What follows belongs to an exercise in optimizing a design on an open flow for a short achievable clock period and few clock cycles; a production flow would make more cautious choices.
Only simulation tests tie the RTL to the original design; equivalence was not proved.
Power is estimated from default activity; no workload was simulated.

## design/flow/config.mk

```make
export PLATFORM = sky130hd
export DESIGN_NAME = rv_core
export DESIGN_NICKNAME = rv_core
export VERILOG_FILES = /design/flow/design.v
export SDC_FILE = /design/flow/constraint.sdc
export NUM_CORES = 4
export LEC_CHECK = 0
export CAP_MARGIN = 20
export CORE_MARGIN = 2
export CORE_UTILIZATION = 40
export SLEW_MARGIN = 20
```

## design/flow/constraint.sdc

```tcl
create_clock -name core_clock -period 6.0 [get_ports {clk}]
set_input_delay 1.2000 -clock core_clock [delete_from_list [all_inputs] [get_ports {clk}]]
set_output_delay 1.2000 -clock core_clock [all_outputs]
set_load 0.01 [all_outputs]
```

## design/flow/design.v

```verilog
`default_nettype none
package rv_pkg;
    localparam int xlen       = 32;   
    localparam int reg_addr_w = 5;    
    localparam logic [6:0] opc_itype = 7'b0010011;   
    localparam logic [6:0] opc_rtype = 7'b0110011;   
    localparam logic [6:0] opc_stype = 7'b0100011;   
    typedef logic [xlen-1:0]       word_t;
    typedef logic [reg_addr_w-1:0] reg_idx_t;
    localparam int sel_add  = 0;
    localparam int sel_sub  = 1;
    localparam int sel_sll  = 2;
    localparam int sel_slt  = 3;
    localparam int sel_sltu = 4;
    localparam int sel_xor  = 5;
    localparam int sel_sr   = 6;    
    localparam int sel_or   = 7;
    localparam int sel_and  = 8;
    localparam int sel_w    = 9;
endpackage
`default_nettype wire
`default_nettype none
module fetch_pc (
    input  logic          clk,
    input  logic          rst_n,
    output rv_pkg::word_t imem_addr,
    input  rv_pkg::word_t imem_insn,
    output rv_pkg::word_t insn,       
    output logic          valid       
);
    logic [29:0] pc;   
    assign imem_addr = {pc, 2'b00};
    always_ff @(posedge clk or negedge rst_n) begin
        if (!rst_n) begin
            pc    <= '0;
            valid <= 1'b0;
        end else begin
            pc    <= pc + 30'd1;
            valid <= 1'b1;
        end
    end
    always_ff @(posedge clk) begin
        insn <= imem_insn;
    end
endmodule
`default_nettype wire
`default_nettype none
module hazard_ctrl (
    input  rv_pkg::reg_idx_t rs,        
    input  logic             id_wr,     
    input  rv_pkg::reg_idx_t id_rd,
    input  logic             ex_wr,     
    input  rv_pkg::reg_idx_t ex_rd,
    output logic             fwd_ex,    
    output logic             fwd_wb,    
    output logic [31:0]      rf_sel     
);
    always_comb begin
        fwd_ex = id_wr && (id_rd == rs);
        fwd_wb = ex_wr && (ex_rd == rs);
        for (int i = 0; i < 32; i++) begin
            rf_sel[i] = (i != 0) && (rs == 5'(i)) && !fwd_wb;
        end
    end
endmodule
`default_nettype wire
`default_nettype none
module decode_unit (
    input  rv_pkg::word_t    insn,
    input  logic             valid,
    output logic             is_imm,    
    output rv_pkg::word_t    imm,
    output logic [rv_pkg::sel_w-1:0] sel,   
    output logic             reg_wr,    
    output logic             store,
    output rv_pkg::reg_idx_t rd
);
    logic [6:0] opcode;
    logic [2:0] funct3;
    logic       bit30;
    logic       is_i, is_r, is_s;
    assign opcode = insn[6:0];
    assign funct3 = insn[14:12];
    assign bit30  = insn[30];
    assign rd     = insn[11:7];
    assign is_i = valid && (opcode == rv_pkg::opc_itype);
    assign is_r = valid && (opcode == rv_pkg::opc_rtype);
    assign is_s = valid && (opcode == rv_pkg::opc_stype);
    assign is_imm = !is_r;
    assign imm    = is_s ? {{20{insn[31]}}, insn[31:25], insn[11:7]}
                         : {{20{insn[31]}}, insn[31:20]};
    assign reg_wr = (is_i || is_r) && (rd != 5'd0);
    assign store  = is_s;
    always_comb begin
        sel = '0;
        if (is_s) begin
            sel[rv_pkg::sel_add] = 1'b1;   
        end else begin
            case (funct3)
                3'b000: begin
                    if (is_r && bit30) sel[rv_pkg::sel_sub] = 1'b1;
                    else               sel[rv_pkg::sel_add] = 1'b1;
                end
                3'b001:  sel[rv_pkg::sel_sll]  = 1'b1;
                3'b010:  sel[rv_pkg::sel_slt]  = 1'b1;
                3'b011:  sel[rv_pkg::sel_sltu] = 1'b1;
                3'b100:  sel[rv_pkg::sel_xor]  = 1'b1;
                3'b101:  sel[rv_pkg::sel_sr]   = 1'b1;
                3'b110:  sel[rv_pkg::sel_or]   = 1'b1;
                default: sel[rv_pkg::sel_and]  = 1'b1;
            endcase
        end
    end
endmodule
`default_nettype wire
`default_nettype none
module reg_file (
    input  logic          clk,
    input  logic [31:0]   sel1,     
    input  logic [31:0]   sel2,
    input  logic          byp1,     
    input  logic          byp2,
    output rv_pkg::word_t rdata1,
    output rv_pkg::word_t rdata2,
    input  logic          we,
    input  rv_pkg::reg_idx_t waddr,
    input  rv_pkg::word_t wdata
);
    rv_pkg::word_t regs [1:31];
    always_ff @(posedge clk) begin
        for (int i = 1; i < 32; i++) begin
            if (we && waddr == 5'(i)) begin
                regs[i] <= wdata;
            end
        end
    end
    always_comb begin
        rdata1 = byp1 ? wdata : '0;
        rdata2 = byp2 ? wdata : '0;
        for (int i = 1; i < 32; i++) begin
            rdata1 = rdata1 | (regs[i] & {32{sel1[i]}});
            rdata2 = rdata2 | (regs[i] & {32{sel2[i]}});
        end
    end
endmodule
`default_nettype wire
`default_nettype none
module alu (
    input  logic [rv_pkg::sel_w-1:0] sel,
    input  logic            arith,   
    input  rv_pkg::word_t   a,
    input  rv_pkg::word_t   b,
    output rv_pkg::word_t   sum,     
    output rv_pkg::word_t   result
);
    rv_pkg::word_t diff, sl, sr, lx, lo, la;
    logic [4:0]    sh;
    logic          lt_s, lt_u;
    assign sh   = b[4:0];
    assign sum  = a + b;
    assign diff = a - b;
    assign lt_u = a < b;
    assign lt_s = $signed(a) < $signed(b);
    assign sl   = a << sh;
    assign sr   = 32'($signed({arith & a[31], a}) >>> sh);
    assign lx   = a ^ b;
    assign lo   = a | b;
    assign la   = a & b;
    assign result = ({32{sel[rv_pkg::sel_add]}} & sum)
                  | ({32{sel[rv_pkg::sel_sub]}} & diff)
                  | ({32{sel[rv_pkg::sel_sll]}} & sl)
                  | ({32{sel[rv_pkg::sel_sr]}}  & sr)
                  | ({32{sel[rv_pkg::sel_xor]}} & lx)
                  | ({32{sel[rv_pkg::sel_or]}}  & lo)
                  | ({32{sel[rv_pkg::sel_and]}} & la)
                  | {31'd0, (sel[rv_pkg::sel_slt] & lt_s) | (sel[rv_pkg::sel_sltu] & lt_u)};
endmodule
`default_nettype wire
`default_nettype none
module stage_reg #(
    parameter int width = 1
) (
    input  logic             clk,
    input  logic [width-1:0] d,
    output logic [width-1:0] q
);
    always_ff @(posedge clk) begin
        q <= d;
    end
endmodule
`default_nettype wire
`default_nettype none
module rv_core (
    input  logic          clk,
    input  logic          rst_n,
    output rv_pkg::word_t imem_addr,
    input  rv_pkg::word_t imem_insn,
    output rv_pkg::word_t dmem_addr,
    output rv_pkg::word_t dmem_wdata,
    output logic          dmem_wen
);
    rv_pkg::word_t insn;
    logic          id_valid;
    fetch_pc u_fetch (
        .clk, .rst_n, .imem_addr, .imem_insn,
        .insn, .valid (id_valid)
    );
    logic                     id_imm_sel;
    rv_pkg::word_t            id_imm;
    logic [rv_pkg::sel_w-1:0] id_sel;
    logic                     id_wr;
    logic                     id_store;
    rv_pkg::reg_idx_t         id_rd;
    decode_unit u_decode (
        .insn, .valid (id_valid),
        .is_imm (id_imm_sel), .imm (id_imm), .sel (id_sel),
        .reg_wr (id_wr), .store (id_store), .rd (id_rd)
    );
    logic             ex_wr, ex_store;
    rv_pkg::reg_idx_t ex_rd;
    logic             wb_we;
    rv_pkg::reg_idx_t wb_rd;
    rv_pkg::word_t    wb_data;
    logic        f_fwd1, f_fwd2, f_byp1, f_byp2;
    logic [31:0] f_sel1, f_sel2;
    hazard_ctrl u_hz1 (
        .rs (imem_insn[19:15]), .id_wr, .id_rd, .ex_wr, .ex_rd,
        .fwd_ex (f_fwd1), .fwd_wb (f_byp1), .rf_sel (f_sel1)
    );
    hazard_ctrl u_hz2 (
        .rs (imem_insn[24:20]), .id_wr, .id_rd, .ex_wr, .ex_rd,
        .fwd_ex (f_fwd2), .fwd_wb (f_byp2), .rf_sel (f_sel2)
    );
    logic        d_fwd1, d_fwd2, d_byp1, d_byp2;
    logic [31:0] d_sel1, d_sel2;
    stage_reg #(.width(68)) u_if_id (
        .clk,
        .d ({f_fwd1, f_fwd2, f_byp1, f_byp2, f_sel1, f_sel2}),
        .q ({d_fwd1, d_fwd2, d_byp1, d_byp2, d_sel1, d_sel2})
    );
    rv_pkg::word_t rf1, rf2;
    reg_file u_regs (
        .clk,
        .sel1 (d_sel1), .sel2 (d_sel2), .byp1 (d_byp1), .byp2 (d_byp2),
        .rdata1 (rf1), .rdata2 (rf2),
        .we (wb_we), .waddr (wb_rd), .wdata (wb_data)
    );
    rv_pkg::word_t alu_sum, alu_result;
    rv_pkg::word_t src1, src2;
    rv_pkg::word_t ex_a, ex_b, ex_sd;
    logic [rv_pkg::sel_w-1:0] ex_sel;
    logic          ex_arith;
    assign src1 = d_fwd1 ? alu_result : rf1;
    assign src2 = d_fwd2 ? alu_result : rf2;
    stage_reg #(.width(96 + rv_pkg::sel_w + 1)) u_id_ex (
        .clk,
        .d ({src1, id_imm_sel ? id_imm : src2, src2, id_sel, insn[30]}),
        .q ({ex_a, ex_b, ex_sd, ex_sel, ex_arith})
    );
    always_ff @(posedge clk or negedge rst_n) begin
        if (!rst_n) begin
            ex_wr    <= 1'b0;
            ex_store <= 1'b0;
        end else begin
            ex_wr    <= id_wr;
            ex_store <= id_store;
        end
    end
    always_ff @(posedge clk) begin
        ex_rd <= id_rd;
    end
    alu u_alu (
        .sel (ex_sel), .arith (ex_arith), .a (ex_a), .b (ex_b),
        .sum (alu_sum), .result (alu_result)
    );
    always_ff @(posedge clk or negedge rst_n) begin
        if (!rst_n) begin
            wb_we    <= 1'b0;
            dmem_wen <= 1'b0;
        end else begin
            wb_we    <= ex_wr;
            dmem_wen <= ex_store;
        end
    end
    always_ff @(posedge clk) begin
        wb_rd      <= ex_rd;
        wb_data    <= alu_result;
        dmem_addr  <= alu_sum;
        dmem_wdata <= ex_sd;
    end
endmodule
`default_nettype wire
```

## design/flow/run.sh

```bash
#!/bin/bash
# synth_recipe.tcl (not shown) runs the flow's synth.tcl, then flattens the netlist and writes it again
# the make line also repeats each setting of config.mk as NAME=value (left out here)
make -C /OpenROAD-flow-scripts/flow DESIGN_CONFIG=/design/flow/config.mk WORK_HOME=/design/flow/orfs CLKGATE_MAP_FILE= SYNTH_SCRIPT=/design/flow/synth_recipe.tcl finish
```

==> flow_results.xml, run 1 <==
<?xml version="1.0" encoding="UTF-8"?>
<metrics>
  <group name="outcome">
    <metric name="status" unit="">complete, no violations</metric>
  </group>
  <group name="critical_path">
    <metric name="arr_time_crit_path" unit="ns">5.29</metric>
    <metric name="crit_path_start" unit="">u_id_ex.q[43]$_DFF_P_</metric>
    <metric name="endpoint_kind" unit="">flop</metric>
    <metric name="critPathKind" unit="">flop to flop</metric>
    <metric name="worstReg2RegStart" unit="">u_id_ex.q[43]$_DFF_P_</metric>
    <metric name="setup.worst_path.start_class" unit="">flop</metric>
    <metric name="crit_required" unit="ns">6.64</metric>
    <metric name="worst-path-max-fanout" unit="">49</metric>
  </group>
  <group name="floorplan">
    <metric name="die_w" unit="um">388</metric>
    <metric name="floorplan.io_pins" unit="">131</metric>
    <metric name="dieArea" unit="sq um">151000</metric>
    <metric name="row_count" unit="">140</metric>
    <metric name="initial_utilization" unit="%">40.4</metric>
    <metric name="core-area" unit="sq um">146000</metric>
    <metric name="die_height" unit="um">388</metric>
  </group>
  <group name="yosys">
    <metric name="asyncSetResetFlopFracSynth" unit="%">2.63</metric>
    <metric name="synth.yosys.warnings" unit="">8</metric>
    <metric name="synth-edff-count" unit="">992</metric>
    <metric name="synth-adder-area-share" unit="%">2.15</metric>
    <metric name="mean_syn_cell_area" unit="sq um">13.0</metric>
    <metric name="synthCells" unit="">4537</metric>
    <metric name="largest_family_of_logic_cells_by_synthesized_area" unit="">compound AO/OA/AOI/OAI gates</metric>
    <metric name="dominantRegCellSynth" unit="">edfxtp_1</metric>
    <metric name="simple_logic_cell_fraction_of_the_synthesized_area" unit="%">7.10</metric>
    <metric name="netlist-cell-type-count" unit="">92</metric>
    <metric name="syn_area" unit="sq um">59000</metric>
    <metric name="synth_xor_area_share" unit="%">1.40</metric>
    <metric name="yosys_register_bits" unit="">1332</metric>
    <metric name="ys_seq_area_share" unit="%">62.3</metric>
    <metric name="synth_mux_area_share" unit="%">3.31</metric>
    <metric name="synth_compound_gate_area_share" unit="%">20.7</metric>
  </group>
  <group name="grt">
    <metric name="grt_antenna_before_repair" unit="">16</metric>
    <metric name="grt_pass1_wl" unit="mm">387</metric>
    <metric name="grt_start_max_net_pins" unit="">61</metric>
    <metric name="globalRouteOverflowTotal" unit="">0</metric>
    <metric name="vias_in_the_first_global_route" unit="">47100</metric>
    <metric name="grt_util_all_layers" unit="%">37.0</metric>
  </group>
  <group name="drt">
    <metric name="totalWireLength" unit="mm">288</metric>
    <metric name="drt-wirelength-per-cell" unit="um">43.0</metric>
    <metric name="post_drt_via_cell_ratio" unit="">7.57</metric>
    <metric name="remaining_drc_errors" unit="">0</metric>
    <metric name="drt_first_pass_iters" unit="">11</metric>
    <metric name="drt_iter0_markers" unit="">11600</metric>
    <metric name="num_vias" unit="">50700</metric>
    <metric name="detail-route-antenna-nets" unit="">0</metric>
  </group>
  <group name="layout">
    <metric name="layout.filler_cells" unit="">13000</metric>
    <metric name="layout.cells.most_common_list" unit="">992 x edfxtp_1, 335 x a221oi_1, 323 x a22o_1</metric>
    <metric name="layout_commonest_cell" unit="">edfxtp_1</metric>
    <metric name="nets" unit="">4788</metric>
    <metric name="final_cell_area_excluding_filler_cells" unit="sq um">67800</metric>
    <metric name="final_layout_size_suffix_gt1_share" unit="%">12.9</metric>
    <metric name="area_delta_synth_final" unit="%">14.9</metric>
  </group>
  <group name="sta">
    <metric name="timing.final.hold_violations" unit="">0</metric>
    <metric name="portion_of_the_clock_cycle_consumed_by_the_worst_path_in_the_final_layout" unit="%">77.5</metric>
    <metric name="worstMarginPinSlew" unit="ns">1.36</metric>
    <metric name="holdWs" unit="ns">0.309</metric>
    <metric name="setup_viol" unit="">0</metric>
    <metric name="fin_setup_tns" unit="ns">0</metric>
    <metric name="rsz_0062_raised_after_global_routing" unit="">false</metric>
    <metric name="fmaxAchievable" unit="MHz">215</metric>
    <metric name="final-max-slew-violation-count" unit="">0</metric>
    <metric name="clock_skew" unit="ns">0.0383</metric>
    <metric name="timing.final.crit_period" unit="ns">4.65</metric>
    <metric name="relSlewSlack" unit="%">8.34</metric>
  </group>
  <group name="cts">
    <metric name="cts_hold_buf" unit="">0</metric>
    <metric name="numCtsBuffers" unit="">143</metric>
    <metric name="clock_latency" unit="ns">0.81</metric>
    <metric name="post_cts.repair.setup_buffers" unit="">0</metric>
    <metric name="clock-sinks" unit="">1332</metric>
    <metric name="tritoncts" unit="">done</metric>
    <metric name="clk_transition_reported_paths" unit="ns">0.07</metric>
    <metric name="cts_resized" unit="">0</metric>
    <metric name="cts_buffer_depth" unit="">3</metric>
    <metric name="clock_tree.root_cell" unit="">clkbuf_16</metric>
    <metric name="htreeDepth" unit="">4</metric>
  </group>
  <group name="placed_design">
    <metric name="gp_routability_congestion" unit="">1.01</metric>
    <metric name="port_buf_inserts" unit="">128</metric>
    <metric name="placement.cell_area" unit="sq um">63100</metric>
    <metric name="detailed_placement_hpwl" unit="mm">171</metric>
  </group>
  <group name="power_and_ir_drop">
    <metric name="power.share.switching" unit="%">27.9</metric>
    <metric name="clkPwrFrac" unit="%">38.5</metric>
    <metric name="p_comb_share" unit="%">13.1</metric>
    <metric name="power_density" unit="nW/um^2">339</metric>
    <metric name="power.net_switching" unit="mW">6.42</metric>
    <metric name="power.internal" unit="mW">16.6</metric>
    <metric name="vdd_ir_drop_max" unit="V">0.000321</metric>
    <metric name="p_leak" unit="nW">23.2</metric>
    <metric name="seq_power_share" unit="%">48.4</metric>
  </group>
  <group name="job">
    <metric name="cap_violations" unit="">0</metric>
  </group>
  <group name="worst_hold_path">
    <metric name="hold_path.startpoint" unit="">u_id_ex.q[37]$_DFF_P_</metric>
    <metric name="hold_path.class" unit="">flop to flop</metric>
  </group>
</metrics>
## final cells by class
type	count	area [sq um]	area share, %
Sequential cell	1332	36900	54.4
Multi-Input combinational cell	2746	20700	30.6
Clock buffer	197	3960	5.84
Timing Repair Buffer	296	2650	3.91
Tap cell	1917	2400	3.54
Clock inverter	65	652	0.961
Inverter	135	507	0.747
Antenna cell	12	30.0	0.0443
## path summary, 6_finish.rpt
kind	endpoint	slack, ns	cells after the start
worst max-delay path	u_id_ex.q[27]$_DFF_P_	1.35	11
max in group asynchronous	ex_store$_DFF_PN0_	4.98	1
worst min-delay path	dmem_wdata[27]$_DFF_P_	0.31	0
worst max register to register	u_id_ex.q[27]$_DFF_P_	1.35	11
min in group asynchronous	dmem_wen$_DFF_PN0_	0.50	1
worst min register to register	dmem_wdata[27]$_DFF_P_	0.31	0
## power groups by stage
stage               Clock [mW]  Sequential, mW  Combinational [mW]
floorplan                    0            11.1                1.51
global route              9.21            11.1                3.11
finish                    8.86            11.1                3.01
global placement             0            11.3                2.87
CTS                       8.85            11.1                2.87
detailed placement           0            11.3                2.85
## synth_stat cells (13+ instances only)
master / n / area [sq um]
edfxtp_1: 992 / 29800
a221oi_1: 335 / 2930
a22o_1: 323 / 2830
dfxtp_1: 305 / 6110
a22oi_1: 263 / 1970
clkbuf_1: 256 / 961
a21oi_1: 232 / 1160
nor2_1: 227 / 852
nand2_1: 164 / 616
nand4_1: 136 / 851
inv_1: 132 / 495
nand3_1: 120 / 601
o21ai_0: 101 / 505
ha_1: 98 / 1230
nor3_1: 80 / 400
xnor2_1: 68 / 596
a222oi_1: 64 / 641
mux4_2: 55 / 1240
buf_1: 43 / 161
a21o_1: 37 / 278
dfrtp_1: 35 / 876
mux2i_1: 34 / 340
mux2_2: 33 / 372
xor2_1: 26 / 228
o211ai_1: 23 / 173
or3_1: 19 / 119
buf_2: 18 / 90.1
a211oi_1: 17 / 128
a31oi_1: 17 / 106
and3_1: 16 / 100
o31ai_1: 13 / 97.6
## kinds of logic (layout without fill, tap and decap cells)
family,Yosys count,after routing
AO/OA/AOI/OAI,1575,1575
XOR/XNOR,94,94
adder cells (fa/ha/maj),100,100
buffers and inverters,460,693
flip-flops,1332,1332
multiplexers,122,122
other,2,15
AND/OR/NAND/NOR,852,852
## flip-flops by register name, summed over array words and instances (netlist names)
| register | cells |
|---|---|
| u_regs.regs | 992 |
| u_id_ex.q | 106 |
| u_if_id.q | 66 |
| dmem_addr | 32 |
| dmem_wdata | 32 |
| wb_data | 32 |
| u_fetch.pc | 30 |
| u_fetch.insn | 27 |
| ex_rd | 5 |
| wb_rd | 5 |
| dmem_wen | 1 |
| ex_store | 1 |
| ex_wr | 1 |
| u_fetch.valid | 1 |
| wb_we | 1 |
## layer usage
layer / vias to the layer above / routed length, um / GRT usage [%]
met5: - / 419 / 1.40
met4: 20 / 25900 / 25.5
met1: 24600 / 95000 / 44.3
met2: 5682 / 118000 / 52.8
li1: 18800 / - / -
met3: 1659 / 48600 / 16.9
## through the flow
| stage | util (%) | total power [mW] | setup slack (ns) | cells |
|---|---|---|---|---|
| after floorplan | - | 12.6 | 1.66 | 4538 |
| final | 46.4 | 23.0 | 1.35 | 6700 |
| after detailed placement | 43.2 | 14.1 | 1.52 | 6423 |
| after global routing | 46.4 | 23.5 | 1.09 | 6693 |
| after global placement | 43.1 | 14.1 | 1.56 | 6421 |
| after CTS | 46.3 | 22.8 | 1.50 | 6685 |
## worst max-delay path, cell delays in order (launching register included)
cell and delay [ns]:
dfxtp_4 0.75, inv_1 0.25, ha_1 0.41, nor2_1 0.09
o311ai_0 0.61, a2111oi_2 0.20, o31ai_2 0.56, nand2_1 0.21
a21oi_1 0.35, xor2_1 0.12, a221oi_1 0.70, a21boi_0 0.23
Testbench counts, summed over its fixed seeds: cycles 3,080.
==> run 2: changes to the inputs <==
--- a/design/flow/design.v
+++ b/design/flow/design.v
@@ -60,5 +60,5 @@
         fwd_wb = ex_wr && (ex_rd == rs);
         for (int i = 0; i < 32; i++) begin
-            rf_sel[i] = (i != 0) && (rs == 5'(i)) && !fwd_wb;
+            rf_sel[i] = (i != 0) && (rs == 5'(i));
         end
     end
@@ -136,43 +136,112 @@
     end
     always_comb begin
-        rdata1 = byp1 ? wdata : '0;
-        rdata2 = byp2 ? wdata : '0;
+        rdata1 = '0;
+        rdata2 = '0;
         for (int i = 1; i < 32; i++) begin
             rdata1 = rdata1 | (regs[i] & {32{sel1[i]}});
             rdata2 = rdata2 | (regs[i] & {32{sel2[i]}});
         end
+        if (byp1) rdata1 = wdata;
+        if (byp2) rdata2 = wdata;
     end
 endmodule
 `default_nettype wire
 `default_nettype none
+module prefix_carry (
+    input  logic [31:0] g,
+    input  logic [31:0] p,
+    input  logic        cin,
+    output logic [32:0] c
+);
+    logic [31:0] gl [0:5];
+    logic [31:0] pl [0:5];
+    always_comb begin
+        gl[0] = g;
+        pl[0] = p;
+        gl[0][0] = g[0] | (p[0] & cin);   
+        for (int l = 0; l < 5; l++) begin
+            for (int i = 0; i < 32; i++) begin
+                if (i >= (1 << l)) begin
+                    gl[l+1][i] = gl[l][i] | (pl[l][i] & gl[l][i - (1 << l)]);
+                    pl[l+1][i] = pl[l][i] & pl[l][i - (1 << l)];
+                end else begin
+                    gl[l+1][i] = gl[l][i];
+                    pl[l+1][i] = pl[l][i];
+                end
+            end
+        end
+        c[0] = cin;
+        for (int i = 0; i < 32; i++) begin
+            c[i+1] = gl[5][i];
+        end
+    end
+endmodule
+module shift_left (
+    input  rv_pkg::word_t a,
+    input  logic [3:0]    sh1,
+    input  logic [3:0]    sh4,
+    input  logic          sh16,
+    output rv_pkg::word_t y
+);
+    rv_pkg::word_t l0, l1;
+    always_comb begin
+        for (int k = 0; k < 32; k++) begin
+            l0[k] = 1'b0;
+            for (int j = 0; j < 4; j++) begin
+                if (k >= j) l0[k] = l0[k] | (sh1[j] & a[k - j]);
+            end
+        end
+        for (int k = 0; k < 32; k++) begin
+            l1[k] = 1'b0;
+            for (int j = 0; j < 4; j++) begin
+                if (k >= 4 * j) l1[k] = l1[k] | (sh4[j] & l0[k - 4 * j]);
+            end
+        end
+        y = sh16 ? {l1[15:0], 16'd0} : l1;
+    end
+endmodule
 module alu (
     input  logic [rv_pkg::sel_w-1:0] sel,
-    input  logic            arith,   
-    input  rv_pkg::word_t   a,
-    input  rv_pkg::word_t   b,
+    input  logic            cin,     
+    input  rv_pkg::word_t   t,
+    input  rv_pkg::word_t   g,
+    input  rv_pkg::word_t   sa_l,    
+    input  logic [3:0]      shl1,
+    input  logic [3:0]      shl4,
+    input  logic            shl16,
+    input  rv_pkg::word_t   sa_r,    
+    input  logic            fill,    
+    input  logic [3:0]      shr1,
+    input  logic [3:0]      shr4,
+    input  logic            shr16,
     output rv_pkg::word_t   sum,     
     output rv_pkg::word_t   result
 );
-    rv_pkg::word_t diff, sl, sr, lx, lo, la;
-    logic [4:0]    sh;
-    logic          lt_s, lt_u;
-    assign sh   = b[4:0];
-    assign sum  = a + b;
-    assign diff = a - b;
-    assign lt_u = a < b;
-    assign lt_s = $signed(a) < $signed(b);
-    assign sl   = a << sh;
-    assign sr   = 32'($signed({arith & a[31], a}) >>> sh);
-    assign lx   = a ^ b;
-    assign lo   = a | b;
-    assign la   = a & b;
+    rv_pkg::word_t x, sl, srr, sr, lg;
+    logic [32:0]   c;
+    logic          lt;
+    assign x = t & ~g;   
+    prefix_carry u_add (.g (g), .p (t), .cin (cin), .c (c));
+    assign sum = x ^ c[31:0];
+    assign lt = (sel[rv_pkg::sel_sltu] & !c[32])
+              | (sel[rv_pkg::sel_slt]  & (c[32] ^ x[31]));
+    shift_left u_sl (.a (sa_l), .sh1 (shl1), .sh4 (shl4), .sh16 (shl16), .y (sl));
+    shift_left u_sr (.a (sa_r), .sh1 (shr1), .sh4 (shr4), .sh16 (shr16), .y (srr));
+    rv_pkg::word_t fmask, fm_r;
+    shift_left u_fm (.a ('1), .sh1 (shr1), .sh4 (shr4), .sh16 (shr16), .y (fm_r));
+    always_comb begin
+        for (int k = 0; k < 32; k++) begin
+            sr[k]    = srr[31 - k];
+            fmask[k] = !fm_r[31 - k];
+        end
+    end
+    assign lg = ({32{sel[rv_pkg::sel_xor]}} & x)
+              | ({32{sel[rv_pkg::sel_or]}}  & t)
+              | ({32{sel[rv_pkg::sel_and]}} & g);
     assign result = ({32{sel[rv_pkg::sel_add]}} & sum)
-                  | ({32{sel[rv_pkg::sel_sub]}} & diff)
                   | ({32{sel[rv_pkg::sel_sll]}} & sl)
-                  | ({32{sel[rv_pkg::sel_sr]}}  & sr)
-                  | ({32{sel[rv_pkg::sel_xor]}} & lx)
-                  | ({32{sel[rv_pkg::sel_or]}}  & lo)
-                  | ({32{sel[rv_pkg::sel_and]}} & la)
-                  | {31'd0, (sel[rv_pkg::sel_slt] & lt_s) | (sel[rv_pkg::sel_sltu] & lt_u)};
+                  | ({32{sel[rv_pkg::sel_sr]}}  & (sr | ({32{fill}} & fmask)))
+                  | lg
+                  | {31'd0, lt};
 endmodule
 `default_nettype wire
@@ -247,14 +316,56 @@
     );
     rv_pkg::word_t alu_sum, alu_result;
-    rv_pkg::word_t src1, src2;
-    rv_pkg::word_t ex_a, ex_b, ex_sd;
-    logic [rv_pkg::sel_w-1:0] ex_sel;
-    logic          ex_arith;
-    assign src1 = d_fwd1 ? alu_result : rf1;
-    assign src2 = d_fwd2 ? alu_result : rf2;
-    stage_reg #(.width(96 + rv_pkg::sel_w + 1)) u_id_ex (
+    rv_pkg::word_t ex_t, ex_g, ex_sa_l, ex_sa_r, ex_sd;
+    logic [3:0]    ex_shl1, ex_shl4, ex_shr1, ex_shr4;
+    logic          ex_shl16, ex_shr16, ex_fill, ex_cin;
+    logic [rv_pkg::sel_w-1:0] ex_sel, id_exsel;
+    logic          id_sll, id_sr, id_sub, fw1, fw2;
+    assign id_sub = id_sel[rv_pkg::sel_sub] | id_sel[rv_pkg::sel_slt] | id_sel[rv_pkg::sel_sltu];
+    always_comb begin
+        id_exsel = id_sel;
+        id_exsel[rv_pkg::sel_add] = id_sel[rv_pkg::sel_add] | id_sel[rv_pkg::sel_sub];
+        id_exsel[rv_pkg::sel_sub] = 1'b0;
+    end
+    assign id_sll = id_sel[rv_pkg::sel_sll];
+    assign id_sr  = id_sel[rv_pkg::sel_sr];
+    assign fw1 = d_fwd1;
+    assign fw2 = d_fwd2 & !id_imm_sel;
+    rv_pkg::word_t e2, a1, a0, b1, b0;        
+    rv_pkg::word_t t1, t0, g1, g0;
+    rv_pkg::word_t t_d, g_d, sal_d, sar_d;
+    logic [3:0]    oh1, oh4;
+    logic          b4;
+    assign e2 = id_imm_sel ? id_imm : rf2;
+    always_comb begin
+        for (int k = 0; k < 32; k++) begin
+            a1[k] = fw1 ? 1'b1 : rf1[k];
+            a0[k] = fw1 ? 1'b0 : rf1[k];
+            b1[k] = fw2 ? !id_sub : (e2[k] ^ id_sub);
+            b0[k] = fw2 ?  id_sub : (e2[k] ^ id_sub);
+            t1[k] = a1[k] | b1[k];
+            t0[k] = a0[k] | b0[k];
+            g1[k] = a1[k] & b1[k];
+            g0[k] = a0[k] & b0[k];
+            t_d[k]   = alu_result[k] ? t1[k] : t0[k];
+            g_d[k]   = alu_result[k] ? g1[k] : g0[k];
+            sal_d[k] = id_sll & (alu_result[k] ? a1[k] : a0[k]);
+            sar_d[k] = id_sr  & (alu_result[31 - k] ? a1[31 - k] : a0[31 - k]);
+        end
+        for (int j = 0; j < 4; j++) begin
+            oh1[j] = fw2 ? (alu_result[1:0] == 2'(j)) : (e2[1:0] == 2'(j));
+            oh4[j] = fw2 ? (alu_result[3:2] == 2'(j)) : (e2[3:2] == 2'(j));
+        end
+        b4 = fw2 ? alu_result[4] : e2[4];
+    end
+    stage_reg #(.width(160 + 20 + 1 + rv_pkg::sel_w)) u_id_ex (
         .clk,
-        .d ({src1, id_imm_sel ? id_imm : src2, src2, id_sel, insn[30]}),
-        .q ({ex_a, ex_b, ex_sd, ex_sel, ex_arith})
+        .d ({t_d, g_d, sal_d, sar_d,
+             oh1 & {4{id_sll}}, oh4 & {4{id_sll}}, b4 & id_sll,
+             oh1 & {4{id_sr}},  oh4 & {4{id_sr}},  b4 & id_sr,
+             id_sr & insn[30] & (alu_result[31] ? a1[31] : a0[31]),
+             d_fwd2 ? alu_result : rf2, id_sub, id_exsel}),
+        .q ({ex_t, ex_g, ex_sa_l, ex_sa_r,
+             ex_shl1, ex_shl4, ex_shl16, ex_shr1, ex_shr4, ex_shr16, ex_fill,
+             ex_sd, ex_cin, ex_sel})
     );
     always_ff @(posedge clk or negedge rst_n) begin
@@ -271,5 +382,7 @@
     end
     alu u_alu (
-        .sel (ex_sel), .arith (ex_arith), .a (ex_a), .b (ex_b),
+        .sel (ex_sel), .cin (ex_cin), .t (ex_t), .g (ex_g),
+        .sa_l (ex_sa_l), .shl1 (ex_shl1), .shl4 (ex_shl4), .shl16 (ex_shl16),
+        .sa_r (ex_sa_r), .fill (ex_fill), .shr1 (ex_shr1), .shr4 (ex_shr4), .shr16 (ex_shr16),
         .sum (alu_sum), .result (alu_result)
     );
--- a/design/flow/config.mk
+++ b/design/flow/config.mk
@@ -6,6 +6,10 @@
 export NUM_CORES = 4
 export LEC_CHECK = 0
+export ABC_AREA = 1
 export CAP_MARGIN = 20
 export CORE_MARGIN = 2
 export CORE_UTILIZATION = 40
+export CTS_CLUSTER_DIAMETER = 60
+export CTS_CLUSTER_SIZE = 20
+export SETUP_SLACK_MARGIN = 4
 export SLEW_MARGIN = 20
==> flow_results.xml, run 2 <==
<?xml version="1.0" encoding="UTF-8"?>
<metrics>
  <group name="critical_path">
    <metric name="worstRegToRegCells" unit="">16</metric>
    <metric name="crit_required" unit="ns">4.80</metric>
    <metric name="cp_slowest_stage_delay" unit="ns">0.42</metric>
    <metric name="crit-reg2reg-capture" unit="">u_id_ex.q[166]$_DFF_P_</metric>
    <metric name="crit_path_start" unit="">u_fetch.pc[11]$_DFF_PN0_</metric>
    <metric name="worstSetupEndpoint" unit="">imem_addr[13]</metric>
    <metric name="worstPathBufferInverterCount" unit="">1</metric>
    <metric name="worst_path_dominant_cell_family" unit="">flip-flops</metric>
    <metric name="endpoint_kind" unit="">primary output</metric>
    <metric name="worst-path-max-fanout" unit="">4</metric>
    <metric name="setup.worst_path.start_class" unit="">flop</metric>
    <metric name="crit_chain" unit="">buf_2</metric>
    <metric name="arr_time_crit_path" unit="ns">1.38</metric>
    <metric name="critPathKind" unit="">flop to primary output</metric>
    <metric name="worstReg2RegStart" unit="">u_id_ex.q[48]$_DFF_P_</metric>
    <metric name="critical_path_depth_in_cells" unit="">1</metric>
    <metric name="slowest_stage" unit="">dfrtp_1</metric>
    <metric name="r2r_slack" unit="ns">3.62</metric>
  </group>
  <group name="sta">
    <metric name="worst_setup_slack_final" unit="ns">3.42</metric>
    <metric name="fin_setup_tns" unit="ns">0</metric>
    <metric name="relSlewSlack" unit="%">20.6</metric>
    <metric name="timing.final.crit_period" unit="ns">2.58</metric>
    <metric name="portion_of_the_clock_cycle_consumed_by_the_worst_path_in_the_final_layout" unit="%">42.9</metric>
    <metric name="final-max-slew-violation-count" unit="">0</metric>
    <metric name="timing.final.hold_violations" unit="">0</metric>
    <metric name="setup_viol" unit="">0</metric>
    <metric name="fmaxAchievable" unit="MHz">388</metric>
    <metric name="rsz_0062_raised_after_global_routing" unit="">true</metric>
    <metric name="worstMarginPinSlew" unit="ns">1.19</metric>
    <metric name="clock_skew" unit="ns">0.0762</metric>
  </group>
  <group name="layout">
    <metric name="final_layout_size_suffix_gt1_share" unit="%">28.0</metric>
    <metric name="nets" unit="">8311</metric>
    <metric name="final-instance-count-excl-fill" unit="">10600</metric>
    <metric name="final_cell_area_excluding_filler_cells" unit="sq um">87400</metric>
    <metric name="max_flop_register" unit="">u_regs.regs</metric>
    <metric name="multi_input_comb_area" unit="sq um">29400</metric>
    <metric name="layout_commonest_cell" unit="">nand2_1</metric>
    <metric name="largest_register_ff_count" unit="">992</metric>
    <metric name="layout.cells.most_common_list" unit="">2761 x nand2_1, 992 x edfxtp_1, 529 x nor2_1</metric>
    <metric name="register_area" unit="sq um">38900</metric>
    <metric name="area_delta_synth_final" unit="%">32.9</metric>
    <metric name="largest_registers" unit="">u_regs.regs: 992 flops, u_id_ex.q: 188 flops, u_if_id.q: 66 flops</metric>
    <metric name="layout.filler_cells" unit="">14400</metric>
  </group>
  <group name="drt">
    <metric name="totalWireLength" unit="mm">353</metric>
    <metric name="post_drt_via_cell_ratio" unit="">6.24</metric>
    <metric name="drt_iter0_markers" unit="">12300</metric>
    <metric name="detail-route-antenna-nets" unit="">0</metric>
    <metric name="drt-wirelength-per-cell" unit="um">33.5</metric>
    <metric name="drt_first_pass_iters" unit="">10</metric>
    <metric name="num_vias" unit="">65900</metric>
    <metric name="remaining_drc_errors" unit="">0</metric>
  </group>
  <group name="grt">
    <metric name="grt_antenna_before_repair" unit="">18</metric>
    <metric name="grt_util_all_layers" unit="%">40.6</metric>
    <metric name="grtUsageMet1" unit="%">48.8</metric>
    <metric name="globalRouteOverflowTotal" unit="">0</metric>
    <metric name="vias_in_the_first_global_route" unit="">60400</metric>
    <metric name="grt_util_met3" unit="%">16.4</metric>
    <metric name="grt_start_max_net_pins" unit="">54</metric>
    <metric name="global_route.usage.met2" unit="%">57.0</metric>
    <metric name="gr-max-usage-layer" unit="">met2</metric>
    <metric name="grt_pass1_wl" unit="mm">474</metric>
  </group>
  <group name="yosys">
    <metric name="dominantRegCellSynth" unit="">edfxtp_1</metric>
    <metric name="synthMostInstantiatedCell" unit="">nand2_1</metric>
    <metric name="syn_area" unit="sq um">65700</metric>
    <metric name="ys_seq_area_share" unit="%">58.4</metric>
    <metric name="asyncSetResetFlopFracSynth" unit="%">2.48</metric>
    <metric name="synthCells" unit="">7628</metric>
    <metric name="synth.yosys.warnings" unit="">15</metric>
    <metric name="synth-edff-count" unit="">992</metric>
    <metric name="mean_syn_cell_area" unit="sq um">8.62</metric>
    <metric name="yosysTopAreaCellShare" unit="%">45.3</metric>
    <metric name="netlist-cell-type-count" unit="">63</metric>
    <metric name="yosys_register_bits" unit="">1414</metric>
    <metric name="synth_top_cells_by_area" unit="">edfxtp_1 45%, nand2_1 18%, dfxtp_1 12%, nor2_1 4.0%, inv_1 2.7%</metric>
    <metric name="synth_largest_area_cell" unit="">edfxtp_1</metric>
    <metric name="synth.top_cells.by_count" unit="">3156 x nand2_1, 992 x edfxtp_1, 706 x nor2_1</metric>
  </group>
  <group name="power_and_ir_drop">
    <metric name="power.share.switching" unit="%">31.8</metric>
    <metric name="design_power_total" unit="mW">24.6</metric>
    <metric name="power.internal" unit="mW">16.8</metric>
    <metric name="power_density" unit="nW/um^2">282</metric>
    <metric name="p_leak" unit="nW">35.2</metric>
    <metric name="p_comb_share" unit="%">17.0</metric>
    <metric name="vdd_ir_drop_max" unit="V">0.000269</metric>
    <metric name="seq_power_share" unit="%">49.2</metric>
    <metric name="power.net_switching" unit="mW">7.82</metric>
    <metric name="clkPwrFrac" unit="%">33.8</metric>
  </group>
  <group name="cts">
    <metric name="cts_buffer_depth" unit="">3</metric>
    <metric name="clock_tree.root_cell" unit="">clkbuf_16</metric>
    <metric name="numCtsBuffers" unit="">113</metric>
    <metric name="clk_transition_reported_paths" unit="ns">0.08</metric>
    <metric name="htreeDepth" unit="">3</metric>
    <metric name="clock-sinks" unit="">1414</metric>
    <metric name="clock_latency" unit="ns">0.82</metric>
    <metric name="tritoncts" unit="">done</metric>
  </group>
  <group name="floorplan">
    <metric name="row_count" unit="">148</metric>
    <metric name="initial_utilization" unit="%">40.3</metric>
    <metric name="core-area" unit="sq um">163000</metric>
    <metric name="floorplan.io_pins" unit="">131</metric>
    <metric name="die_w" unit="um">409</metric>
    <metric name="die_height" unit="um">409</metric>
    <metric name="dieArea" unit="sq um">168000</metric>
  </group>
  <group name="placed_design">
    <metric name="preCtsSetupSlack" unit="ns">2.49</metric>
    <metric name="gp_routability_congestion" unit="">1.07</metric>
    <metric name="port_buf_inserts" unit="">128</metric>
    <metric name="detailed_placement_hpwl" unit="mm">205</metric>
    <metric name="placement.cell_area" unit="sq um">69700</metric>
    <metric name="place_inst" unit="">9746</metric>
  </group>
  <group name="job">
    <metric name="cap_violations" unit="">0</metric>
  </group>
  <group name="worst_hold_path">
    <metric name="hold_path.class" unit="">flop to flop</metric>
  </group>
  <group name="outcome">
    <metric name="status" unit="">complete, no violations</metric>
  </group>
</metrics>
## run 2: layout make-up
type | count | share of cell area, %
Sequential cell | 1414 | 44.5
Multi-Input combinational cell | 5384 | 33.7
Timing Repair Buffer | 851 | 11.4
Clock buffer | 124 | 3.36
Tap cell | 2175 | 3.11
Inverter | 499 | 2.42
Clock inverter | 87 | 1.29
Timing Repair inverter | 13 | 0.205
Antenna cell | 12 | 0.0344
## run 2: worst min path at each step
stage | startpoint | endpoint | slack [ns] | cells after the start
2_1_floorplan | u_id_ex.q[10]$_DFF_P_ | dmem_wdata[0]$_DFF_P_ | 0.31 | 0
3_3_place_gp | u_id_ex.q[37]$_DFF_P_ | dmem_wdata[27]$_DFF_P_ | 0.31 | 0
3_5_place_dp | u_id_ex.q[21]$_DFF_P_ | dmem_wdata[11]$_DFF_P_ | 0.31 | 0
4_1_cts | u_id_ex.q[40]$_DFF_P_ | dmem_wdata[30]$_DFF_P_ | 0.33 | 0
5_1_grt | u_id_ex.q[40]$_DFF_P_ | dmem_wdata[30]$_DFF_P_ | 0.33 | 0
6_report | u_id_ex.q[38]$_DFF_P_ | dmem_wdata[28]$_DFF_P_ | 0.33 | 0
## run 2: stage by stage
step	hold slack, ns	utilization, %
6_report	0.328	53.6
2_1_floorplan	0.310	-
5_1_grt	0.333	53.6
3_5_place_dp	0.312	42.8
4_1_cts	0.330	51.3
3_3_place_gp	0.311	42.8
## run 2: what timing repair did
action	4_1_cts	5_1_grt
pin swaps	415	383
endpoints found under the setup margin	1184	759
hold buffers	0	0
setup buffers	431	112
resized for setup	1921	691
endpoints found under the hold margin	0	0
cloned	47	0
## run 2: cell families (layout without fill, tap and decap cells)
group | count (synthesis) | count (layout) | synth area share [%]
flip-flops | 1414 | 1414 | 58.4
adder cells (fa/ha/maj) | 1 | 1 | 0.0190
XOR/XNOR | 53 | 53 | 0.706
AND/OR/NAND/NOR | 4630 | 4633 | 29.0
AO/OA/AOI/OAI | 694 | 694 | 6.69
other | 2 | 15 | 0.0114
buffers and inverters | 834 | 1574 | 5.16
## run 2: metal layers
layer / wire length (um) / vias to the layer above
li1: - / 26800
met1: 118000 / 31000
met2: 141000 / 6249
met3: 57900 / 1850
met4: 36800 / 22
met5: 263 / -
## run 2: power groups by stage
stage                     Combinational [mW]  Sequential, mW  Clock, mW
after floorplan                         1.48            11.9          0
after global placement                  2.88            12.3          0
after detailed placement                2.90            12.2          0
after CTS                               3.63            12.0       8.29
after global routing                    4.38            12.1       8.65
final                                   4.19            12.1       8.33
Testbench counts of run 2, summed over its fixed seeds: cycles 3,080.
==> run 3: changes to the inputs <==
--- a/design/flow/design.v
+++ b/design/flow/design.v
@@ -29,13 +29,24 @@
     output logic          valid       
 );
-    logic [29:0] pc;   
+    logic [29:0] pc;        
+    logic [29:0] pc_next;   
+    logic        run;       
     assign imem_addr = {pc, 2'b00};
     always_ff @(posedge clk or negedge rst_n) begin
         if (!rst_n) begin
-            pc    <= '0;
+            run   <= 1'b0;
             valid <= 1'b0;
         end else begin
-            pc    <= pc + 30'd1;
-            valid <= 1'b1;
+            run   <= 1'b1;
+            valid <= run;
+        end
+    end
+    always_ff @(posedge clk) begin
+        if (!run) begin
+            pc      <= 30'd0;
+            pc_next <= 30'd1;
+        end else begin
+            pc      <= pc_next;
+            pc_next <= pc_next + 30'd1;
         end
     end
@@ -119,4 +130,6 @@
     input  logic [31:0]   sel1,     
     input  logic [31:0]   sel2,
+    input  logic [31:0]   sel1h_n,  
+    input  logic [31:0]   sel2h_n,
     input  logic          byp1,     
     input  logic          byp2,
@@ -139,6 +152,6 @@
         rdata2 = '0;
         for (int i = 1; i < 32; i++) begin
-            rdata1 = rdata1 | (regs[i] & {32{sel1[i]}});
-            rdata2 = rdata2 | (regs[i] & {32{sel2[i]}});
+            rdata1 = rdata1 | (regs[i] & {{16{!sel1h_n[i]}}, {16{sel1[i]}}});
+            rdata2 = rdata2 | (regs[i] & {{16{!sel2h_n[i]}}, {16{sel2[i]}}});
         end
         if (byp1) rdata1 = wdata;
@@ -302,14 +315,15 @@
     );
     logic        d_fwd1, d_fwd2, d_byp1, d_byp2;
-    logic [31:0] d_sel1, d_sel2;
-    stage_reg #(.width(68)) u_if_id (
+    logic [31:0] d_sel1, d_sel2, d_sel1h_n, d_sel2h_n;
+    stage_reg #(.width(132)) u_if_id (
         .clk,
-        .d ({f_fwd1, f_fwd2, f_byp1, f_byp2, f_sel1, f_sel2}),
-        .q ({d_fwd1, d_fwd2, d_byp1, d_byp2, d_sel1, d_sel2})
+        .d ({f_fwd1, f_fwd2, f_byp1, f_byp2, f_sel1, f_sel2, ~f_sel1, ~f_sel2}),
+        .q ({d_fwd1, d_fwd2, d_byp1, d_byp2, d_sel1, d_sel2, d_sel1h_n, d_sel2h_n})
     );
     rv_pkg::word_t rf1, rf2;
     reg_file u_regs (
         .clk,
-        .sel1 (d_sel1), .sel2 (d_sel2), .byp1 (d_byp1), .byp2 (d_byp2),
+        .sel1 (d_sel1), .sel2 (d_sel2), .sel1h_n (d_sel1h_n), .sel2h_n (d_sel2h_n),
+        .byp1 (d_byp1), .byp2 (d_byp2),
         .rdata1 (rf1), .rdata2 (rf2),
         .we (wb_we), .waddr (wb_rd), .wdata (wb_data)
==> flow_results.xml, run 3 <==
<?xml version="1.0" encoding="UTF-8"?>
<metrics>
  <group name="outcome">
    <metric name="status" unit="">complete, no violations</metric>
  </group>
  <group name="layout">
    <metric name="layout.cells.most_common_list" unit="">2290 x nand2_1, 992 x edfxtp_1, 826 x inv_1</metric>
    <metric name="area_delta_synth_final" unit="%">31.7</metric>
    <metric name="largest_register_ff_count" unit="">992</metric>
    <metric name="nets" unit="">8709</metric>
    <metric name="max_flop_register" unit="">u_regs.regs</metric>
    <metric name="largest_registers" unit="">u_regs.regs: 992 flops, u_id_ex.q: 188 flops, u_if_id.q: 128 flops</metric>
    <metric name="final_layout_size_suffix_gt1_share" unit="%">27.8</metric>
    <metric name="layout_commonest_cell" unit="">nand2_1</metric>
  </group>
  <group name="drt">
    <metric name="post_drt_via_cell_ratio" unit="">6.12</metric>
    <metric name="totalWireLength" unit="mm">357</metric>
    <metric name="drt_iter0_markers" unit="">11700</metric>
    <metric name="detail-route-antenna-nets" unit="">0</metric>
    <metric name="remaining_drc_errors" unit="">0</metric>
    <metric name="num_vias" unit="">67400</metric>
    <metric name="drt_first_pass_iters" unit="">9</metric>
    <metric name="drt-wirelength-per-cell" unit="um">32.4</metric>
  </group>
  <group name="sta">
    <metric name="rsz_0062_raised_after_global_routing" unit="">true</metric>
    <metric name="fin_setup_tns" unit="ns">0</metric>
    <metric name="setup_viol" unit="">0</metric>
    <metric name="worst_setup_slack_final" unit="ns">3.43</metric>
    <metric name="clock_skew" unit="ns">0.0848</metric>
    <metric name="relSlewSlack" unit="%">18.9</metric>
    <metric name="final-max-slew-violation-count" unit="">0</metric>
    <metric name="fmaxAchievable" unit="MHz">389</metric>
    <metric name="portion_of_the_clock_cycle_consumed_by_the_worst_path_in_the_final_layout" unit="%">42.9</metric>
    <metric name="worstMarginPinSlew" unit="ns">1.21</metric>
    <metric name="timing.final.crit_period" unit="ns">2.57</metric>
    <metric name="timing.final.hold_violations" unit="">0</metric>
  </group>
  <group name="yosys">
    <metric name="mean_syn_cell_area" unit="sq um">8.57</metric>
    <metric name="ys_seq_area_share" unit="%">58.5</metric>
    <metric name="netlist-cell-type-count" unit="">58</metric>
    <metric name="synth_top_cells_by_area" unit="">edfxtp_1 43%, dfxtp_1 15%, nand2_1 15%, inv_1 5.0%, nor2_1 4.4%</metric>
    <metric name="synth.yosys.warnings" unit="">15</metric>
    <metric name="synthMostInstantiatedCell" unit="">nand2_1</metric>
    <metric name="synth_largest_area_cell" unit="">edfxtp_1</metric>
    <metric name="synthCells" unit="">8003</metric>
    <metric name="syn_area" unit="sq um">68600</metric>
    <metric name="yosysTopAreaCellShare" unit="%">43.4</metric>
    <metric name="asyncSetResetFlopFracSynth" unit="%">0.398</metric>
    <metric name="dominantRegCellSynth" unit="">edfxtp_1</metric>
    <metric name="synth-edff-count" unit="">992</metric>
    <metric name="yosys_register_bits" unit="">1507</metric>
    <metric name="synth.top_cells.by_count" unit="">2663 x nand2_1, 992 x edfxtp_1, 909 x inv_1</metric>
  </group>
  <group name="critical_path">
    <metric name="arr_time_crit_path" unit="ns">3.30</metric>
    <metric name="crit_required" unit="ns">6.73</metric>
    <metric name="critPathKind" unit="">flop to flop</metric>
    <metric name="r2r_slack" unit="ns">3.43</metric>
    <metric name="endpoint_kind" unit="">flop</metric>
    <metric name="worstRegToRegCells" unit="">16</metric>
    <metric name="worstSetupEndpoint" unit="">u_id_ex.q[59]$_DFF_P_</metric>
    <metric name="crit_path_start" unit="">u_fetch.insn[2]$_DFF_P_</metric>
    <metric name="worstReg2RegStart" unit="">u_fetch.insn[2]$_DFF_P_</metric>
    <metric name="worst-path-max-fanout" unit="">4</metric>
    <metric name="setup.worst_path.start_class" unit="">flop</metric>
    <metric name="crit-reg2reg-capture" unit="">u_id_ex.q[59]$_DFF_P_</metric>
  </group>
  <group name="cts">
    <metric name="cts_hold_buf" unit="">0</metric>
    <metric name="htreeDepth" unit="">3</metric>
    <metric name="clock_latency" unit="ns">0.84</metric>
    <metric name="clock-sinks" unit="">1507</metric>
    <metric name="cts_buffer_depth" unit="">3</metric>
    <metric name="tritoncts" unit="">done</metric>
    <metric name="clock_tree.root_cell" unit="">clkbuf_16</metric>
    <metric name="clk_transition_reported_paths" unit="ns">0.08</metric>
    <metric name="numCtsBuffers" unit="">121</metric>
  </group>
  <group name="power_and_ir_drop">
    <metric name="power.share.switching" unit="%">31.5</metric>
    <metric name="seq_power_share" unit="%">49.1</metric>
    <metric name="vdd_ir_drop_max" unit="V">0.000283</metric>
    <metric name="p_comb_share" unit="%">17.0</metric>
    <metric name="p_leak" unit="nW">37.3</metric>
    <metric name="power_density" unit="nW/um^2">285</metric>
    <metric name="clkPwrFrac" unit="%">33.9</metric>
    <metric name="power.internal" unit="mW">17.6</metric>
    <metric name="power.net_switching" unit="mW">8.10</metric>
  </group>
  <group name="placed_design">
    <metric name="preCtsSetupSlack" unit="ns">2.52</metric>
    <metric name="detailed_placement_hpwl" unit="mm">214</metric>
    <metric name="gp_routability_congestion" unit="">1.01</metric>
    <metric name="port_buf_inserts" unit="">128</metric>
  </group>
  <group name="floorplan">
    <metric name="row_count" unit="">151</metric>
    <metric name="core-area" unit="sq um">170000</metric>
    <metric name="dieArea" unit="sq um">175000</metric>
    <metric name="die_height" unit="um">418</metric>
    <metric name="floorplan.io_pins" unit="">131</metric>
    <metric name="initial_utilization" unit="%">40.4</metric>
    <metric name="die_w" unit="um">418</metric>
  </group>
  <group name="grt">
    <metric name="grt_start_max_net_pins" unit="">47</metric>
    <metric name="grt_pass1_wl" unit="mm">473</metric>
    <metric name="vias_in_the_first_global_route" unit="">62000</metric>
    <metric name="grt_antenna_before_repair" unit="">25</metric>
    <metric name="globalRouteOverflowTotal" unit="">0</metric>
    <metric name="grt_util_all_layers" unit="%">38.8</metric>
  </group>
  <group name="job">
    <metric name="cap_violations" unit="">0</metric>
  </group>
  <group name="worst_hold_path">
    <metric name="hold_path.class" unit="">flop to flop</metric>
  </group>
</metrics>
run 3: power by group through the flow:
stage | Combinational (mW) | Sequential (mW) | Clock [mW]
2_1_floorplan | 1.51 | 12.5 | 0
3_3_place_gp | 3.03 | 12.7 | 0
3_5_place_dp | 3.03 | 12.7 | 0
4_1_cts | 3.80 | 12.5 | 8.70
5_1_grt | 4.56 | 12.6 | 9.10
6_report | 4.36 | 12.6 | 8.72
run 3: cell type report:
type / instances / area, sq um
diodes: 22 / 55.1
clock buffers: 136 / 3200
fillers: 14800 / 79500
inverters: 935 / 3900
well taps: 2218 / 2780
clock inverters: 90 / 1060
repair buffers: 877 / 9390
multi-input cells: 5224 / 29300
flip-flops and latches: 1507 / 40600
repair inverters: 8 / 95.1
run 3: kinds of logic after synthesis:
family / share of synthesized area, %
AND/OR/NAND/NOR: 24.9
flip-flops: 58.5
buffers and inverters: 7.33
AO/OA/AOI/OAI: 8.81
XOR/XNOR: 0.370
other: 0.0110
adder cells (fa/ha/maj): 0.0182
run 3: worst max-delay path, stage by stage (launching register included):
cell	delay (ns)
dfxtp_2	0.32
nor2_2	0.11
nand3_2	0.12
nor3_4	0.26
nand2_4	0.19
clkinv_4	0.11
buf_12	0.11
buf_12	0.13
buf_12	0.11
buf_6	0.11
buf_8	0.13
nand3_4	0.11
nand2_4	0.16
nor2_4	0.05
nor2_4	0.10
nand3_2	0.11
nor2_2	0.25
run 3: per-stage QoR:
stage	utilization [%]	hold WS, ns	power (mW)	instance area, sq um	instances
CTS	50.7	0.328	25.0	86100	10900
finish	53.2	0.328	25.7	90300	11000
global route	53.2	0.333	26.3	90300	11000
detailed placement	42.8	0.312	15.8	72800	10200
floorplan	-	0.310	14.0	68600	8004
global placement	42.8	0.312	15.8	72800	10200
run 3: how the worst min path moves through the flow:
stage | start | end | slack (ns) | depth (start not counted)
2_1_floorplan | u_id_ex.q[10]$_DFF_P_ | dmem_wdata[0]$_DFF_P_ | 0.31 | 0
3_3_place_gp | u_id_ex.q[40]$_DFF_P_ | dmem_wdata[30]$_DFF_P_ | 0.31 | 0
3_5_place_dp | u_id_ex.q[10]$_DFF_P_ | dmem_wdata[0]$_DFF_P_ | 0.31 | 0
4_1_cts | u_id_ex.q[34]$_DFF_P_ | dmem_wdata[24]$_DFF_P_ | 0.33 | 0
5_1_grt | u_id_ex.q[37]$_DFF_P_ | dmem_wdata[27]$_DFF_P_ | 0.33 | 0
6_report | u_id_ex.q[34]$_DFF_P_ | dmem_wdata[24]$_DFF_P_ | 0.33 | 0
run 3: per-layer routing:
layer | up-vias | global-route usage [%] | share of wire, %
li1 | 27900 | - | -
met1 | 31900 | 46.9 | 34
met2 | 5848 | 57.0 | 42
met3 | 1711 | 12.7 | 14
met4 | 18 | 29.9 | 9.9
met5 | - | 0.667 | 0.059
run 3: repair_timing:
action	4_1_cts	5_1_grt
setup buffers	402	135
resized for setup	1946	750
setup endpoints to repair	1190	420
pin swaps	411	439
cloned	38	8
Testbench counts of run 3, summed over its fixed seeds: cycles 3,088.

[what the ideal ports hide]
The flow's constraints put no driver on any port. The routed layouts listed below were extracted and timed again, unchanged, in two steps. Step 1, drivers: a clkbuf_16 drives clk and a buf_2 each remaining input, both assumed. Step 2 times the ports against the registers' clock, not the clock port: input delays grow and output delays shrink by t, the midpoint of the rising clock arrivals with the driver on. a / b / c = no drivers / after step 1 / after step 2; a / b = the first two.
run | t, ns | slack for setup (ns) | worst setup path at the end | clock arrival spread, ns | cell pins on the clock port's net
run 1 | 0.867 | 1.350 / 1.350 / 1.350 | register to register | 0.042 / 0.042 | 1
run 2 | 0.865 | 3.425 / 3.345 / 3.246 | input to register | 0.089 / 0.089 | 1
run 3 | 0.893 | 3.427 / 3.409 / 3.126 | input to register | 0.087 / 0.086 | 1
After both steps setup and hold are still met in every run listed. For run 3, which loses most, drivers alone change the setup slack by -0.018 ns; drivers and shift together by -0.301 ns.
